Context: an optimization exercise on an open-source flow, tuned for small area. The choices shown serve that exercise and are no tape-out recipe.
In this exercise RTL edits were held to simulation tests only and were not proved equivalent to the original.
No activity file was given, so power comes from the tool's default toggle rates.

// skinny_subcells_domd_ctrl
module skinny_subcells_domd_ctrl
#(
    parameter int d      = 2,
    parameter int SB_LAT = skinny_masked_pkg::SB_LAT
) (
    input  logic                      clk,
    input  logic                      rst,
    input  logic                      in_valid,
    output logic                      in_ready,
    input  logic [128*(d+1)-1:0]      in_state,
    input  logic [64*d*(d+1)-1:0]     rnd,
    input  logic                      rnd_valid,
    output logic                      rnd_req,
    output logic                      out_valid,
    input  logic                      out_ready,
    output logic [128*(d+1)-1:0]      out_state,
    output logic                      restart
);
    localparam int NS    = skinny_masked_pkg::n_shares(d);
    localparam int RPS   = skinny_masked_pkg::rnd_per_sbox(d);
    logic                 done_q;
    logic [SB_LAT-1:0]    lyr_q;
    logic                 calcn_q;
    logic                 keep_q, hold_q;
    logic [128*NS-1:0]    sb_in;
    logic [128*NS-1:0]    sb_out;
    skinny_share_byte_mux #(.d(d)) u_mux (
        .state  (in_state),
        .sb_in  (sb_in),
        .sb_out (sb_out),
        .result (out_state)
    );
    for (genvar k = 0; k < skinny_masked_pkg::N_SBOX; k++) begin : g_sbox
        skinny_sbox8_domd_non_pipelined #(.d(d)) u_sbox (
            .clk   (clk),
            .ld    (in_ready),
            .keep  (keep_q),
            .hold  (hold_q),
            .sel_x (lyr_q[0]),
            .sel_w (calcn_q),
            .lyr   (lyr_q),
            .si    (sb_in[k*8*NS +: 8*NS]),
            .rnd   (rnd[k*RPS +: RPS]),
            .so    (sb_out[k*8*NS +: 8*NS])
        );
    end
    always_ff @(posedge clk or posedge rst) begin
        if (rst) begin
            in_ready  <= 1'b1;
            rnd_req   <= 1'b0;
            done_q    <= 1'b0;
            out_valid <= 1'b0;
            restart   <= 1'b0;
            lyr_q     <= '0;
  ...
For scale: roughly 780 flip-flops, roughly 30,000 um^2 of cells after synthesis.
export LEC_CHECK = 0
export CAP_MARGIN = 20
export CORE_AREA = 5 5 395 395
export CTS_CLUSTER_DIAMETER = 150
export CTS_CLUSTER_SIZE = 24
export DIE_AREA = 0 0 400 400
export SLEW_MARGIN = 20
create_clock -name core_clock -period 4.0 [get_ports {clk}]
standard.sh (not shown) runs the stock make flow with config.mk's settings and CLKGATE_MAP_FILE= SYNTH_SCRIPT=/design/flow/synth_recipe.tcl, a recipe that flattens the netlist after the stock synthesis.
==> flow/flow/run.sh <==
#!/bin/bash
# Standard ORFS layout with two changes:
#  - synthesis maps the logic with an area-oriented ABC script (flow/abc_area.script)
#    in place of ORFS's delay-oriented one; everything else in synthesis is
#    the standard synthesis (synth_recipe.tcl), so the registers are the same;
#  - buffer_ports uses the smallest buffer for the port buffers.
set -euo pipefail
here=$(pwd)
rm -rf "$here/scripts_area"
cp -r "$FLOW_HOME/scripts" "$here/scripts_area"
cp "$here/flow/abc_area.script" "$here/scripts_area/abc_speed.script"
bash standard.sh "SCRIPTS_DIR=$here/scripts_area" \
  "BUFFER_PORTS_ARGS=-buffer_cell sky130_fd_sc_hd__buf_1" finish > orfs_flow.log 2>&1
==> flow/flow/abc_area.script <==
&get -n
&st
&dch -f
&nf -a -R 1000
&put
Change:
CORE_AREA = 5 5 415 415   (was 5 5 395 395)
CTS_CLUSTER_DIAMETER = 100   (was 150)
CTS_CLUSTER_SIZE = 30   (was 24)
DIE_AREA = 0 0 420 420   (was 0 0 400 400)
The new run finished clean.
Final cell count increases by 2.7%.
Clock power grows by 12%.
Area after synthesis is unchanged.
Count of clock-buffer cells in the layout does not change.
Via count went up by 2.5%.
Total power goes up by 0.62%.
Synthesized cell count does not change.
Change:
CTS_CLUSTER_DIAMETER = 150   (was 100)
CTS_CLUSTER_SIZE = 24   (was 30)
After rerunning:
- global-route usage hardly moves
- critical path depth is unchanged
- core utilization fell by 0.16 points
- fmax barely changes
- count of clock-buffer cells in the layout does not change
- sequential share of layout area rose by 0.28 points
- die area does not change
- wire length hardly moves
Change:
CTS_BUF_LIST = sky130_fd_sc_hd__clkbuf_8   (was default)
CTS_CLUSTER_DIAMETER = 100   (was 150)
CTS_CLUSTER_SIZE = 12   (was 24)
Outcome:
- The new run finished clean
- maximum frequency stays flat
- register-to-register slack stays flat
- cell count goes up by 0.84%

The RTL this note starts from:
==> flow/design.v <==
package skinny_masked_pkg;
    typedef enum logic [1:0] {
        ST_IDLE = 2'd0,
        ST_CALC = 2'd1,
        ST_DONE = 2'd2,
        ST_HOLD = 2'd3
    } fsm_state_t;
    localparam int SB_LAT = 4;
    localparam int N_SBOX = 16;
    function automatic integer n_shares(input integer dd);
        n_shares = dd + 1;
    endfunction
    function automatic integer rnd_per_and(input integer dd);
        rnd_per_and = dd * (dd + 1) / 2;
    endfunction
    function automatic integer rnd_per_sbox(input integer dd);
        rnd_per_sbox = 8 * dd * (dd + 1) / 2;
    endfunction
endpackage
module skinny_share_byte_mux
#(
    parameter int d = 2
) (
    input  logic [128*(d+1)-1:0] state,
    output logic [128*(d+1)-1:0] sb_in,
    input  logic [128*(d+1)-1:0] sb_out,
    output logic [128*(d+1)-1:0] result
);
    localparam int NS = skinny_masked_pkg::n_shares(d);
    for (genvar k = 0; k < skinny_masked_pkg::N_SBOX; k++) begin : g_byte
        for (genvar j = 0; j < NS; j++) begin : g_share
            assign sb_in[k*8*NS + 8*j +: 8]  = state[128*j + 8*k +: 8];
            assign result[128*j + 8*k +: 8] = sb_out[k*8*NS + 8*j +: 8];
        end
    end
endmodule
module skinny_sbox8_domd_non_pipelined
#(
    parameter int d = 2
) (
    input  logic                      clk,
    input  logic                      ld,      
    input  logic                      hold,    
    input  logic                      sel_x,   
    input  logic                      sel_w,   
    input  logic [1:0]                lyr,     
    input  logic [8*(d+1)-1:0]        si,
    input  logic [skinny_masked_pkg::rnd_per_sbox(d)-1:0] rnd,
    output logic [8*(d+1)-1:0]        so
);
    localparam int NS = skinny_masked_pkg::n_shares(d);
    localparam int RA = skinny_masked_pkg::rnd_per_and(d);
    function automatic logic [NS-1:0] dom_and(input logic [NS-1:0] a,
                                              input logic [NS-1:0] b,
                                              input logic [RA-1:0] r);
        logic [NS-1:0] c;
        c = a & b;
        for (int i = 0; i < NS; i++) begin
            for (int j = i + 1; j < NS; j++) begin
                c[i] = c[i] ^ (a[i] & b[j]) ^ r[i*NS - i*(i+1)/2 + (j-i-1)];
                c[j] = c[j] ^ (a[j] & b[i]) ^ r[i*NS - i*(i+1)/2 + (j-i-1)];
            end
        end
        dom_and = c;
    endfunction
    function automatic logic [8*NS-1:0] perm_sh(input logic [8*NS-1:0] x);
        logic [8*NS-1:0] p;
        for (int i = 0; i < NS; i++) begin
            p[8*i +: 8] = {x[8*i+2], x[8*i+1], x[8*i+7], x[8*i+6],
                           x[8*i+4], x[8*i+0], x[8*i+3], x[8*i+5]};
        end
        perm_sh = p;
    endfunction
    function automatic logic [8*NS-1:0] unperm_swap_sh(input logic [8*NS-1:0] p);
        logic [8*NS-1:0] s;
        for (int i = 0; i < NS; i++) begin
            s[8*i +: 8] = {p[8*i+5], p[8*i+4], p[8*i+0], p[8*i+3],
                           p[8*i+1], p[8*i+6], p[8*i+7], p[8*i+2]};
        end
        unperm_swap_sh = s;
    endfunction
    logic [8*NS-1:0] x_q;
    logic [8*NS-1:0] w_q;
    logic [8*NS-1:0] x, y;
    logic [2*RA-1:0] r;
    logic [NS-1:0]   a_lo, b_lo, a_hi, b_hi, n_lo, n_hi;
    assign r = rnd[lyr*2*RA +: 2*RA];
    assign x = ({8*NS{sel_x}} & x_q) | ({8*NS{sel_w}} & w_q);
    always_comb begin
        for (int i = 0; i < NS; i++) begin
            a_lo[i] = x[8*i+2] ^ (i == 0);
            b_lo[i] = x[8*i+3] ^ (i == 0);
            a_hi[i] = x[8*i+6] ^ (i == 0);
            b_hi[i] = x[8*i+7] ^ (i == 0);
        end
        n_lo = dom_and(a_lo, b_lo, r[RA-1:0]);
        n_hi = dom_and(a_hi, b_hi, r[2*RA-1:RA]);
        y = x;
        for (int i = 0; i < NS; i++) begin
            y[8*i]   = x[8*i]   ^ n_lo[i];
            y[8*i+4] = x[8*i+4] ^ n_hi[i];
        end
    end
    logic [8*NS-1:0] w_d;
    assign w_d = ({8*NS{hold}} & w_q) | ({8*NS{sel_x | sel_w}} & perm_sh(y));
    always_ff @(posedge clk) begin
        if (ld) x_q <= si;
        w_q <= w_d;
    end
    assign so = unperm_swap_sh(w_q);
endmodule
module skinny_subcells_domd_ctrl
#(
    parameter int d      = 2,
    parameter int SB_LAT = skinny_masked_pkg::SB_LAT
) (
    input  logic                      clk,
    input  logic                      rst,
    input  logic                      in_valid,
    output logic                      in_ready,
    input  logic [128*(d+1)-1:0]      in_state,
    input  logic [64*d*(d+1)-1:0]     rnd,
    input  logic                      rnd_valid,
    output logic                      rnd_req,
    output logic                      out_valid,
    input  logic                      out_ready,
    output logic [128*(d+1)-1:0]      out_state,
    output logic                      restart
);
    localparam int NS    = skinny_masked_pkg::n_shares(d);
    localparam int RPS   = skinny_masked_pkg::rnd_per_sbox(d);
    logic [1:0]           cnt;
    logic                 done_q;
    logic                 calc0_q, calcn_q;
    logic [128*NS-1:0]    sb_in;
    logic [128*NS-1:0]    sb_out;
    skinny_share_byte_mux #(.d(d)) u_mux (
        .state  (in_state),
        .sb_in  (sb_in),
        .sb_out (sb_out),
        .result (out_state)
    );
    for (genvar k = 0; k < skinny_masked_pkg::N_SBOX; k++) begin : g_sbox
        skinny_sbox8_domd_non_pipelined #(.d(d)) u_sbox (
            .clk   (clk),
            .ld    (in_ready),
            .hold  (~rnd_req),
            .sel_x (calc0_q),
            .sel_w (calcn_q),
            .lyr   (cnt),
            .si    (sb_in[k*8*NS +: 8*NS]),
            .rnd   (rnd[k*RPS +: RPS]),
            .so    (sb_out[k*8*NS +: 8*NS])
        );
    end
    always_ff @(posedge clk or posedge rst) begin
        if (rst) begin
            cnt       <= '0;
            in_ready  <= 1'b1;
            rnd_req   <= 1'b0;
            done_q    <= 1'b0;
            out_valid <= 1'b0;
            restart   <= 1'b0;
            calc0_q   <= 1'b0;
            calcn_q   <= 1'b0;
        end else begin
            restart <= rnd_req & ~rnd_valid;
            done_q  <= 1'b0;
            if (in_ready && in_valid) begin
                in_ready <= 1'b0;
                rnd_req  <= 1'b1;
            end
            if (rnd_req) begin
                if (rnd_valid) begin
                    cnt <= cnt + 2'd1;
                    if (cnt == 2'(SB_LAT - 1)) begin
                        rnd_req <= 1'b0;
                        done_q  <= 1'b1;
                    end
                end else begin
                    cnt <= '0;
                end
            end
            if (done_q) out_valid <= 1'b1;
            if (out_valid && out_ready) begin
                out_valid <= 1'b0;
                in_ready  <= 1'b1;
            end
            calc0_q <= (in_ready & in_valid) | (rnd_req & ~rnd_valid);
            calcn_q <= rnd_req & rnd_valid & cnt != 2'(SB_LAT - 1);
        end
    end
endmodule
clock: 4.0 ns
lec_check: 0
cap_margin: 20
core_margin: 2
core_utilization: 50
cts_buf_list: sky130_fd_sc_hd__clkbuf_4 sky130_fd_sc_hd__clkbuf_8
slew_margin: 20
==> flow/flow/run.sh <==
#!/bin/bash
# Standard ORFS layout; the only change is the cell buffer_ports uses for the
# port buffers (the smallest buffer instead of the tool's default choice).
set -euo pipefail
bash standard.sh "BUFFER_PORTS_ARGS=-buffer_cell sky130_fd_sc_hd__buf_1" finish > orfs_flow.log 2>&1
The baseline did not get past 3_2_place_iop.
Change:
==> flow/run.sh (new file) <==
#!/bin/bash
# synth_recipe.tcl (not shown) runs the flow's synth.tcl, then flattens the netlist and writes it again
# the make line also repeats each setting of config.mk as NAME=value (left out here)
make -C /OpenROAD-flow-scripts/flow DESIGN_CONFIG=/design/flow/config.mk WORK_HOME=/design/flow/orfs CLKGATE_MAP_FILE= SYNTH_SCRIPT=/design/flow/synth_recipe.tcl finish
CORE_AREA = 5 5 455 455   (was default)
CORE_MARGIN = default   (was 2)
CORE_UTILIZATION = default   (was 50)
CTS_BUF_LIST = default   (was sky130_fd_sc_hd__clkbuf_4 sky130_fd_sc_hd__clkbuf_8)
DIE_AREA = 0 0 460 460   (was default)
removed: flow/flow/run.sh
removed: flow/standard.sh
Effect: This time the run finished with timing, DRC and antenna clean; area after synthesis is unchanged; synthesized cell count does not change.
Change:
==> flow/flow/run.sh (new file) <==
#!/bin/bash
# Standard ORFS layout; the only change is the cell buffer_ports uses for the
# port buffers (the smallest buffer instead of the tool's default choice).
set -euo pipefail
bash standard.sh "BUFFER_PORTS_ARGS=-buffer_cell sky130_fd_sc_hd__buf_1" finish > orfs_flow.log 2>&1
==> flow/standard.sh (new file) <==
#!/bin/bash
# synth_recipe.tcl (not shown) runs the flow's synth.tcl, then flattens the netlist and writes it again
# the make line also repeats each setting of config.mk as NAME=value (left out here)
make -C /OpenROAD-flow-scripts/flow DESIGN_CONFIG=/design/flow/config.mk WORK_HOME=/design/flow/orfs CLKGATE_MAP_FILE= SYNTH_SCRIPT=/design/flow/synth_recipe.tcl "${@:-finish}"
CORE_AREA = 5 5 415 415   (was 5 5 455 455)
CTS_CLUSTER_DIAMETER = 150   (was default)
CTS_CLUSTER_SIZE = 24   (was default)
DIE_AREA = 0 0 420 420   (was 0 0 460 460)
removed: flow/run.sh
Result:
- The changed run ran to the end with no violations
- total power is lower by 18%
- final area falls by 19%
- first-iteration DRC count rose by 5.8%
- via count came out lower by 1.8%
- flip-flop and latch count is unchanged
- setup slack improves by 0.61 ns
- critical path depth does not change
- routed wire length shrinks by 11%
Change:
CTS_BUF_LIST = sky130_fd_sc_hd__clkbuf_4 sky130_fd_sc_hd__clkbuf_8   (was default)
CTS_CLUSTER_DIAMETER = default   (was 150)
CTS_CLUSTER_SIZE = default   (was 24)
What happened:
- total power grows by 11%
- clock-buffer cell count increases by 153
- design area climbs by 11%
- hold slack is worse by 0.094 ns
- first-iteration DRC count came out lower by 2.9%

re-timing with driven ports:
The results above use ideal ports. As a check the final layouts listed here were re-extracted and re-timed, cells and wires unchanged. Step 1 sets driving cells, clkbuf_16 on the clock port and buf_2 on the other inputs (assumed; they add their load-dependent delay and slew). Step 2 times the ports against the registers' clock, not the clock port: input delays grow and output delays shrink by t, the midpoint of the rising clock arrivals with the driver on. Slacks: ideal ports / drivers / drivers and shift; pairs: ideal ports / drivers.
run | t (ns) | setup WS [ns] | worst setup path after step 2
the first run of note 1 | 0.695 | 0.876 / 0.876 / 0.876 | register to register
the second run of note 1 | 0.701 | 0.882 / 0.882 / 0.882 | register to register
the third run of note 1 | 0.688 | 0.884 / 0.884 / 0.884 | register to register
the fourth run of note 1 | 0.827 | 0.876 / 0.876 / 0.876 | register to register
the second run of note 2 | 0.792 | 0.587 / 0.587 / 0.587 | register to register
the third run of note 2 | 0.712 | 1.201 / 1.201 / 1.201 | register to register
the fourth run of note 2 | 0.941 | 1.140 / 1.060 / 1.203 | register to register
After both steps setup and hold are still met in every run listed.
